Source: an optimization exercise on an open RTL-to-GDS flow (aim: small area and a short achievable clock period). Production flows keep margins and buffers that such runs may drop. The RTL was checked by simulation tests, not by an equivalence proof against the original design. Power figures rest on the tool's default switching activity, not on a simulated workload.

==> flow/design.v (excerpt) <==
module melody_player #(
    parameter int  NOTES    = 32,
    parameter int  HP_W     = 20,
    parameter int  DUR_W    = 16,
    parameter int  TICK_DIV = 16,
    parameter int  GAP_W    = 16,
    localparam int AW       = $clog2(NOTES)
) (
    input  logic             clk,
    input  logic             rst_n,
    input  logic             enable,
    input  logic             mode_loop,
    input  logic             octave_down,
    input  logic [AW:0]      seq_len,
    input  logic [GAP_W-1:0] gap_ticks,
    input  logic             wr_en,
    input  logic [AW-1:0]    wr_addr,
    input  logic [HP_W-1:0]  wr_half,
    input  logic [DUR_W-1:0] wr_dur,
    output logic             tone,
    output logic             busy,
    output logic [AW-1:0]    step,
    output logic             done
);
    localparam int PW = $clog2(TICK_DIV);
    localparam int MW = HP_W + DUR_W;
    localparam int RL = 15;
    logic [MW-1:0] wd;
    assign wd = {wr_half, wr_dur};
  ...
export LEC_CHECK = 0
export CAP_MARGIN = 20
export CORE_MARGIN = 2
export CORE_UTILIZATION = 40
export CTS_CLUSTER_DIAMETER = 80
export CTS_CLUSTER_SIZE = 24
export SETUP_SLACK_MARGIN = 3.5
export SLEW_MARGIN = 20
export SYNTH_HIERARCHICAL = 1
export SYNTH_MINIMUM_KEEP_SIZE = 0
create_clock -name core_clock -period 6.0 [get_ports {clk}]
standard.sh (not shown) runs the stock make flow with config.mk's settings and CLKGATE_MAP_FILE= SYNTH_SCRIPT=/design/flow/synth_recipe.tcl, a recipe that flattens the netlist after the stock synthesis.
==> flow/flow/run.sh <==
#!/bin/bash
# Layout flow: the standard ORFS flow (standard.sh) with two changes:
#  - buffer_ports makes the port buffers of plain buffers (buf_2) rather than
#    the delay cells it picks by default;
#  - the half and full adder cells join the platform's DONT_USE_CELLS, so
#    synthesis leaves adders as plain gates for abc (ORFS's own behaviour when
#    those cells are on the list) and no later step places them.
# The make output goes to flow_standard.log; ORFS's own logs are under orfs/logs.
set -euo pipefail
export BUFFER_PORTS_ARGS="-buffer_cell sky130_fd_sc_hd__buf_2"
PLATFORM_DONT_USE="sky130_fd_sc_hd__probe_p_8 sky130_fd_sc_hd__probec_p_8 sky130_fd_sc_hd__lpflow_bleeder_1 sky130_fd_sc_hd__lpflow_clkbufkapwr_1 sky130_fd_sc_hd__lpflow_clkbufkapwr_16 sky130_fd_sc_hd__lpflow_clkbufkapwr_2 sky130_fd_sc_hd__lpflow_clkbufkapwr_4 sky130_fd_sc_hd__lpflow_clkbufkapwr_8 sky130_fd_sc_hd__lpflow_clkinvkapwr_1 sky130_fd_sc_hd__lpflow_clkinvkapwr_16 sky130_fd_sc_hd__lpflow_clkinvkapwr_2 sky130_fd_sc_hd__lpflow_clkinvkapwr_4 sky130_fd_sc_hd__lpflow_clkinvkapwr_8 sky130_fd_sc_hd__lpflow_decapkapwr_12 sky130_fd_sc_hd__lpflow_decapkapwr_3 sky130_fd_sc_hd__lpflow_decapkapwr_4 sky130_fd_sc_hd__lpflow_decapkapwr_6 sky130_fd_sc_hd__lpflow_decapkapwr_8 sky130_fd_sc_hd__lpflow_inputiso0n_1 sky130_fd_sc_hd__lpflow_inputiso0p_1 sky130_fd_sc_hd__lpflow_inputiso1n_1 sky130_fd_sc_hd__lpflow_inputiso1p_1 sky130_fd_sc_hd__lpflow_inputisolatch_1 sky130_fd_sc_hd__lpflow_isobufsrc_1 sky130_fd_sc_hd__lpflow_isobufsrc_16 sky130_fd_sc_hd__lpflow_isobufsrc_2 sky130_fd_sc_hd__lpflow_isobufsrc_4 sky130_fd_sc_hd__lpflow_isobufsrc_8 sky130_fd_sc_hd__lpflow_isobufsrckapwr_16 sky130_fd_sc_hd__lpflow_lsbuf_lh_hl_isowell_tap_1 sky130_fd_sc_hd__lpflow_lsbuf_lh_hl_isowell_tap_2 sky130_fd_sc_hd__lpflow_lsbuf_lh_hl_isowell_tap_4 sky130_fd_sc_hd__lpflow_lsbuf_lh_isowell_4 sky130_fd_sc_hd__lpflow_lsbuf_lh_isowell_tap_1 sky130_fd_sc_hd__lpflow_lsbuf_lh_isowell_tap_2 sky130_fd_sc_hd__lpflow_lsbuf_lh_isowell_tap_4"
ADDERS="sky130_fd_sc_hd__ha_1 sky130_fd_sc_hd__ha_2 sky130_fd_sc_hd__ha_4 sky130_fd_sc_hd__fa_1 sky130_fd_sc_hd__fa_2 sky130_fd_sc_hd__fa_4"
bash standard.sh "DONT_USE_CELLS=$PLATFORM_DONT_USE $ADDERS" finish > flow_standard.log 2>&1
The first run passed the timing, design-rule and antenna checks.
Change:
--- a/flow/design.v
+++ b/flow/design.v
@@ -7,46 +7,24 @@
 );
     assign y = ~((sn | a) & (s | b));
 endmodule
 module melody_player_rcell0 (
     input  logic s,
     input  logic sn,
     input  logic a,
     input  logic b,
     output logic y
 );
     assign y = (sn | a) & (s | b);
 endmodule
-module melody_player_sdec (
-    input  logic [5:0] s,
-    output logic [3:0] dh,
-    output logic [7:0] dl
-);
-    always_comb begin
-        for (int i = 0; i < 4; i++) dh[i] = (s[4:3] == 2'(i));
-        for (int i = 0; i < 8; i++) dl[i] = (s[2:0] == 3'(i));
-    end
-endmodule
-module melody_player_slook (
-    input  logic       s5,
-    input  logic [3:0] dh,
-    input  logic [7:0] dl,
-    input  logic       v_s5,
-    input  logic [3:0] v_gth,
-    input  logic [3:0] v_eqh,
-    input  logic [7:0] v_gtl,
-    output logic       y
-);
-    assign y = (s5 & v_s5) | (|(dh & v_gth)) | ((|(dh & v_eqh)) & (|(dl & v_gtl)));
-endmodule
 module melody_player #(
     parameter int  NOTES    = 32,
     parameter int  HP_W     = 20,
     parameter int  DUR_W    = 16,
     parameter int  TICK_DIV = 16,
     parameter int  GAP_W    = 16,
     localparam int AW       = $clog2(NOTES)
 ) (
     input  logic             clk,
     input  logic             rst_n,
     input  logic             enable,
     input  logic             mode_loop,
@@ -410,59 +388,52 @@
     assign av_inc = advvec(tgt + AW'(1), tgt != AW'(NOTES - 1));
     always_ff @(posedge clk) begin
         if (wr_en && wr_addr == tgt)
             pn <= wd;
         else if (pv && pa == tgt)
             pn <= pd;
         else if (tgt[3:0] == 4'd0)
             pn <= mem16;
         else if (tgt[3:0] == tap_l)
             pn <= tgt[4] ? rb[RL-1] : ra[RL-1];
     end
     logic tick_r;              
-    logic last_r;              
     logic playing, idle, tick, last, step_end, adv, gap_nz, gap_done;
     assign playing  = busy_r && !gap_r;
     assign idle     = !busy_r && !hold_r;
     assign tick     = tick_r;
-    assign last     = last_r;
+    assign last     = (cnt[DUR_W-1:1] == '0);
     assign step_end = playing && tick && last;
-    logic [3:0] sl_dh;
-    logic [7:0] sl_dl;
-    melody_player_sdec u_sdec (.s(seq_len), .dh(sl_dh), .dl(sl_dl));
-    melody_player_slook u_slook (
-        .s5(seq_len[5]), .dh(sl_dh), .dl(sl_dl),
-        .v_s5(av_s5), .v_gth(av_gth), .v_eqh(av_eqh), .v_gtl(av_gtl), .y(adv)
-    );
+    assign adv      = (seq_len[5] & av_s5) | av_gth[seq_len[4:3]]
+                    | (av_eqh[seq_len[4:3]] & av_gtl[seq_len[2:0]]);
     assign gap_nz   = (gap_ticks != '0);
     assign gap_done = (gcnt >= gap_ticks);
     logic [MW-1:0]    ent;
     logic [HP_W-1:0]  ent_hm;
     logic [DUR_W-1:0] ent_dur;
     logic [HP_W:0]    ent_h;
     assign ent     = (playing && adv) ? pn : mem0;
     assign ent_hm  = ent[MW-1:DUR_W];
     assign ent_dur = ent[DUR_W-1:0];
     assign ent_h   = octave_down ? {ent_hm, 1'b0} : {1'b0, ent_hm};
     logic load;
     assign load = !playing || step_end;
     logic hz;
     assign hz = (hcnt == hreload);
     logic pn_rest, m0_rest;
     assign pn_rest = ~|pn[MW-1:DUR_W];
     assign m0_rest = ~|mem0[MW-1:DUR_W];
     always_ff @(posedge clk) begin
         presc <= busy_r ? presc + PW'(1) : '0;
         tick_r <= busy_r && (presc == PW'(TICK_DIV - 2));
-        last_r <= (cnt[DUR_W-1:1] == '0);
         if (load) begin
             hreload <= ent_h;
             hcnt    <= (HP_W+1)'(1);
             rest    <= (playing && adv) ? pn_rest : m0_rest;
         end else begin
             hcnt    <= hz ? (HP_W+1)'(1) : hcnt + (HP_W+1)'(1);
         end
         if (load)
             cnt <= ent_dur;
         else if (tick)
             cnt <= cnt - DUR_W'(1);
         if (!gap_r)
@@ -507,24 +478,25 @@
                     end
                     else if (!mode_loop) begin
                         busy_r <= 1'b0;
                         hold_r <= 1'b1;
                     end else if (!gap_nz) begin
                         step_r <= '0;
                         tgt    <= AW'(1);
                         {av_s5, av_gth, av_eqh, av_gtl} <= av_one;
                     end
                 end
             end else if (busy_r) begin
                 tone_r <= 1'b0;
-                tgt    <= AW'(1);
-                {av_s5, av_gth, av_eqh, av_gtl} <= av_one;
-                if (tick && gap_done)
+                if (tick && gap_done) begin
                     step_r <= '0;
+                    tgt    <= AW'(1);
+                    {av_s5, av_gth, av_eqh, av_gtl} <= av_one;
+                end
             end
         end
     end
     assign tone = tone_r;
     assign busy = busy_r;
     assign step = step_r;
     assign done = done_r;
 endmodule
Result: The new run ran to the end with no violations; routed wire length goes down by 2.9%; setup slack is better by 0.085 ns; hold slack is worse by 0.0036 ns; flip-flop and latch count goes down by 1; sequential share of layout area goes up by 0.57 points; power goes up by 1.0%; via count goes down by 1.5%; global-route usage goes down by 0.56 points; count of clock-buffer cells in the layout goes up by 1; cell area goes down by 1.0%; cell count goes down by 0.96%; register-to-register slack is worse by 0.07 ns; non-clock buffer count goes down by 53; clock power goes up by about 2%.

========
Another version of the RTL of melody_player (not shown whole).
Size: ~3,500 cells after synthesis, ~1,300 flip-flops, about 42,000 um^2 of cells after synthesis.
Settings: LEC_CHECK=0, CAP_MARGIN=20, CORE_MARGIN=2, CORE_UTILIZATION=40, CTS_CLUSTER_DIAMETER=80, CTS_CLUSTER_SIZE=24, SETUP_SLACK_MARGIN=3.5, SLEW_MARGIN=20, SYNTH_HIERARCHICAL=1, SYNTH_MINIMUM_KEEP_SIZE=0; clock period 6.0 ns.
Scripts as last shown in full above: flow/flow/run.sh
Then changed:
--- a/flow/design.v
+++ b/flow/design.v
@@ -36,22 +36,27 @@
     input  logic [HP_W-1:0]  wr_half,
     input  logic [DUR_W-1:0] wr_dur,
     output logic             tone,
     output logic             busy,
     output logic [AW-1:0]    step,
     output logic             done
 );
     localparam int PW = $clog2(TICK_DIV);
     localparam int MW = HP_W + DUR_W;
     localparam int RL = 15;
+    logic [HP_W-1:0] hm_in;
+    always_comb begin
+        for (int i = 0; i < HP_W; i++)
+            hm_in[i] = wr_half[i] ^ ~(|(wr_half & HP_W'((1 << i) - 1)));
+    end
     logic [MW-1:0] wd;
-    assign wd = {wr_half, wr_dur};
+    assign wd = {hm_in, wr_dur};
     logic [MW-1:0] mem0, mem16;
     always_ff @(posedge clk) begin
         if (wr_en && wr_addr == 5'd0)  mem0  <= wd;
         if (wr_en && wr_addr == 5'd16) mem16 <= wd;
     end
     logic [RL-1:0][MW-1:0] ra;
     logic [RL-1:0][MW-1:0] rb;
     logic [3:0]    q;         
     logic [3:0] wpos;
     always_comb begin
@@ -388,37 +393,34 @@
     assign adv      = !(&step_r) && ({1'b0, tgt} < seq_len);
     assign gap_nz   = (gap_ticks != '0);
     assign gap_done = (cnt >= gap_ticks);
     logic [MW-1:0]    ent;
     logic [HP_W-1:0]  ent_hm;
     logic [DUR_W-1:0] ent_dur;
     logic [HP_W:0]    ent_h;
     assign ent     = (playing && adv) ? pn : mem0;
     assign ent_hm  = ent[MW-1:DUR_W];
     assign ent_dur = ent[DUR_W-1:0];
-    assign ent_h   = octave_down ? {ent_hm, 1'b0} : {1'b0, ent_hm};
+    assign ent_h   = octave_down ? {ent_hm, 1'b1} : {1'b0, ent_hm};
     logic load;
     assign load = !playing || step_end;
     logic hz;
-    assign hz = (hcnt == hreload);
-    logic pn_rest, m0_rest;
-    assign pn_rest = ~|pn[MW-1:DUR_W];
-    assign m0_rest = ~|mem0[MW-1:DUR_W];
+    assign hz = (hcnt == '0);
     always_ff @(posedge clk) begin
         presc <= busy_r ? presc + PW'(1) : '0;
         tick_r <= busy_r && (presc == PW'(TICK_DIV - 2));
         if (load) begin
             hreload <= ent_h;
-            hcnt    <= (HP_W+1)'(1);
-            rest    <= (playing && adv) ? pn_rest : m0_rest;
+            hcnt    <= ent_h;
+            rest    <= &ent_hm;
         end else begin
-            hcnt    <= hz ? (HP_W+1)'(1) : hcnt + (HP_W+1)'(1);
+            hcnt    <= hz ? hreload : hcnt - (HP_W+1)'(1);
         end
         if (playing) begin
             if (step_end)
                 cnt <= (!adv && mode_loop && gap_nz) ? DUR_W'(1) : ent_dur;
             else if (tick)
                 cnt <= cnt - DUR_W'(1);
         end else if (gap_r && busy_r) begin
             if (tick)
                 cnt <= gap_done ? ent_dur : cnt + DUR_W'(1);
         end else begin
=>
- The changed run ran to the end with no violations
- global-route usage falls by 0.30 points
- power goes up by a few percent
- worst hold slack gains 0.0060 ns
- wire length goes down slightly
- via count climbs slightly
- fmax stays flat
- register-to-register slack barely changes
- clock-buffer cell count goes up by 2
- first-iteration DRC count came out lower by a few percent
- worst setup slack is better by 0.0041 ns
- core utilization climbs by 1.6 points
- design area rises by a few percent

========
## v6
melody_player with an RTL version that a note above also has.
Size: about 3600 cells after synthesis, ~1400 flip-flops, roughly 77 I/O pins.
export LEC_CHECK = 0
export CAP_MARGIN = 20
export CORE_MARGIN = 2
export CORE_UTILIZATION = 40
export CTS_BUF_LIST = sky130_fd_sc_hd__clkbuf_8
export CTS_CLUSTER_DIAMETER = 60
export CTS_CLUSTER_SIZE = 16
export SETUP_SLACK_MARGIN = 3.5
export SLEW_MARGIN = 20
export SYNTH_HIERARCHICAL = 1
export SYNTH_MINIMUM_KEEP_SIZE = 0
create_clock -name core_clock -period 6.0 [get_ports {clk}]
Scripts as last shown in full above: flow/flow/run.sh
Setup changes, v6 to v7
--- a/flow/design.v
+++ b/flow/design.v
@@ -369,17 +369,33 @@
             assign bb = rb[gp-1][gi];
             melody_player_rcell ca (.s(hit_a[gp]), .sn(!hit_a[gp]), .a(wi), .b(ba), .y(ya));
             melody_player_rcell cb (.s(hit_b[gp]), .sn(!hit_b[gp]), .a(wi), .b(bb), .y(yb));
             assign na[gp][gi] = ya;
             assign nb[gp][gi] = yb;
         end
     end
     always_ff @(posedge clk) begin
-        q <= (q >= 4'd14) ? 4'd0 : q + 4'd1;
+        case (q)
+            4'd0:  q <= 4'd1;
+            4'd1:  q <= 4'd2;
+            4'd2:  q <= 4'd3;
+            4'd3:  q <= 4'd4;
+            4'd4:  q <= 4'd5;
+            4'd5:  q <= 4'd6;
+            4'd6:  q <= 4'd7;
+            4'd7:  q <= 4'd8;
+            4'd8:  q <= 4'd9;
+            4'd9:  q <= 4'd10;
+            4'd10: q <= 4'd11;
+            4'd11: q <= 4'd12;
+            4'd12: q <= 4'd13;
+            4'd13: q <= 4'd14;
+            default: q <= 4'd0;
+        endcase
         ra <= na;
         rb <= nb;
     end
     logic [3:0] tap_l;
     assign tap_l = ~q;
     logic             busy_r, gap_r, hold_r;
     logic [AW-1:0]    step_r;
     logic             tone_r, done_r;
@@ -499,24 +515,24 @@
                 tone_r <= 1'b0;
             end else if (playing) begin
                 tone_r <= !step_end && !rest && (tone_r ^ hz);
                 if (step_end) begin
                     if (adv) begin
                         step_r <= tgt;
                         tgt    <= tgt + AW'(1);
                         {av_s5, av_gth, av_eqh, av_gtl} <= av_inc;
-                    end
-                    else if (!mode_loop) begin
-                        busy_r <= 1'b0;
-                        hold_r <= 1'b1;
-                    end else if (!gap_nz) begin
-                        step_r <= '0;
+                    end else begin
                         tgt    <= AW'(1);
                         {av_s5, av_gth, av_eqh, av_gtl} <= av_one;
+                        if (!mode_loop) begin
+                            busy_r <= 1'b0;
+                            hold_r <= 1'b1;
+                        end else if (!gap_nz)
+                            step_r <= '0;
                     end
                 end
             end else if (busy_r) begin
                 tone_r <= 1'b0;
                 tgt    <= AW'(1);
                 {av_s5, av_gth, av_eqh, av_gtl} <= av_one;
                 if (tick && gap_done)
                     step_r <= '0;
### Flow results
v7 ends up with lower critical path depth than v6 does. The first-pass GRT wire length on v7 is in line with that on v6. Delta (v7 minus v6): share of the clock period used by the worst path ~0 delta; design area level; met2 capacity usage during global routing fell 0.23 points; number of buffers other than clock buffers in the final layout saw a decrease. Total chip power across v7 and v6: no real change. When v7 is measured against v6, its via count turns out about 0.5% lower. Compared with v6, number of clock buffers in the layout in v7 increased slightly. v7 against v6: overall die area barely changed, synthesis-to-layout area growth barely changed, setup slack barely changed. Delta(met3 track utilization from global routing, v7 - v6) > 0.

==> afterwards: timing with drivers on the ports <==
The flow's constraints put no driver on any port. The routed layouts listed below were extracted and timed again, unchanged, in two steps.
Step 1, drivers: a clkbuf_16 drives clk and a buf_2 each remaining input, both assumed.
Step 2 moves the port delays by t, midway between the first and last clock arrival at a register: inputs arrive t later, outputs are due t later. That takes back most of the time a late clock gives input paths.
Slacks: ideal ports / drivers / drivers and shift; pairs: ideal ports / drivers.
| run | t (ns) | setup slack, ns | clock arrival spread, ns | worst register clock-pin slew, ns |
|---|---|---|---|---|
| the first run of note 1 | 0.710 | 3.316 / 3.350 / 2.639 | 0.033 / 0.033 | 0.10 / 0.10 |
| the second run of note 1 | 0.711 | 3.401 / 3.429 / 2.718 | 0.038 / 0.038 | 0.10 / 0.10 |
| the first run of note 2 | 0.732 | 3.303 / 3.327 / 2.599 | 0.034 / 0.034 | 0.10 / 0.10 |
| the second run of note 2 | 0.712 | 3.307 / 3.332 / 2.621 | 0.023 / 0.023 | 0.10 / 0.10 |
| v6 | 0.812 | 3.462 / 3.412 / 2.675 | 0.073 / 0.073 | 0.11 / 0.11 |
| v7 | 0.845 | 3.462 / 3.412 / 2.653 | 0.071 / 0.071 | 0.11 / 0.11 |
After both steps setup and hold are still met in every run listed. The setup slack of v7, which loses most, moves by -0.050 ns with the drivers and by -0.809 ns with both steps.
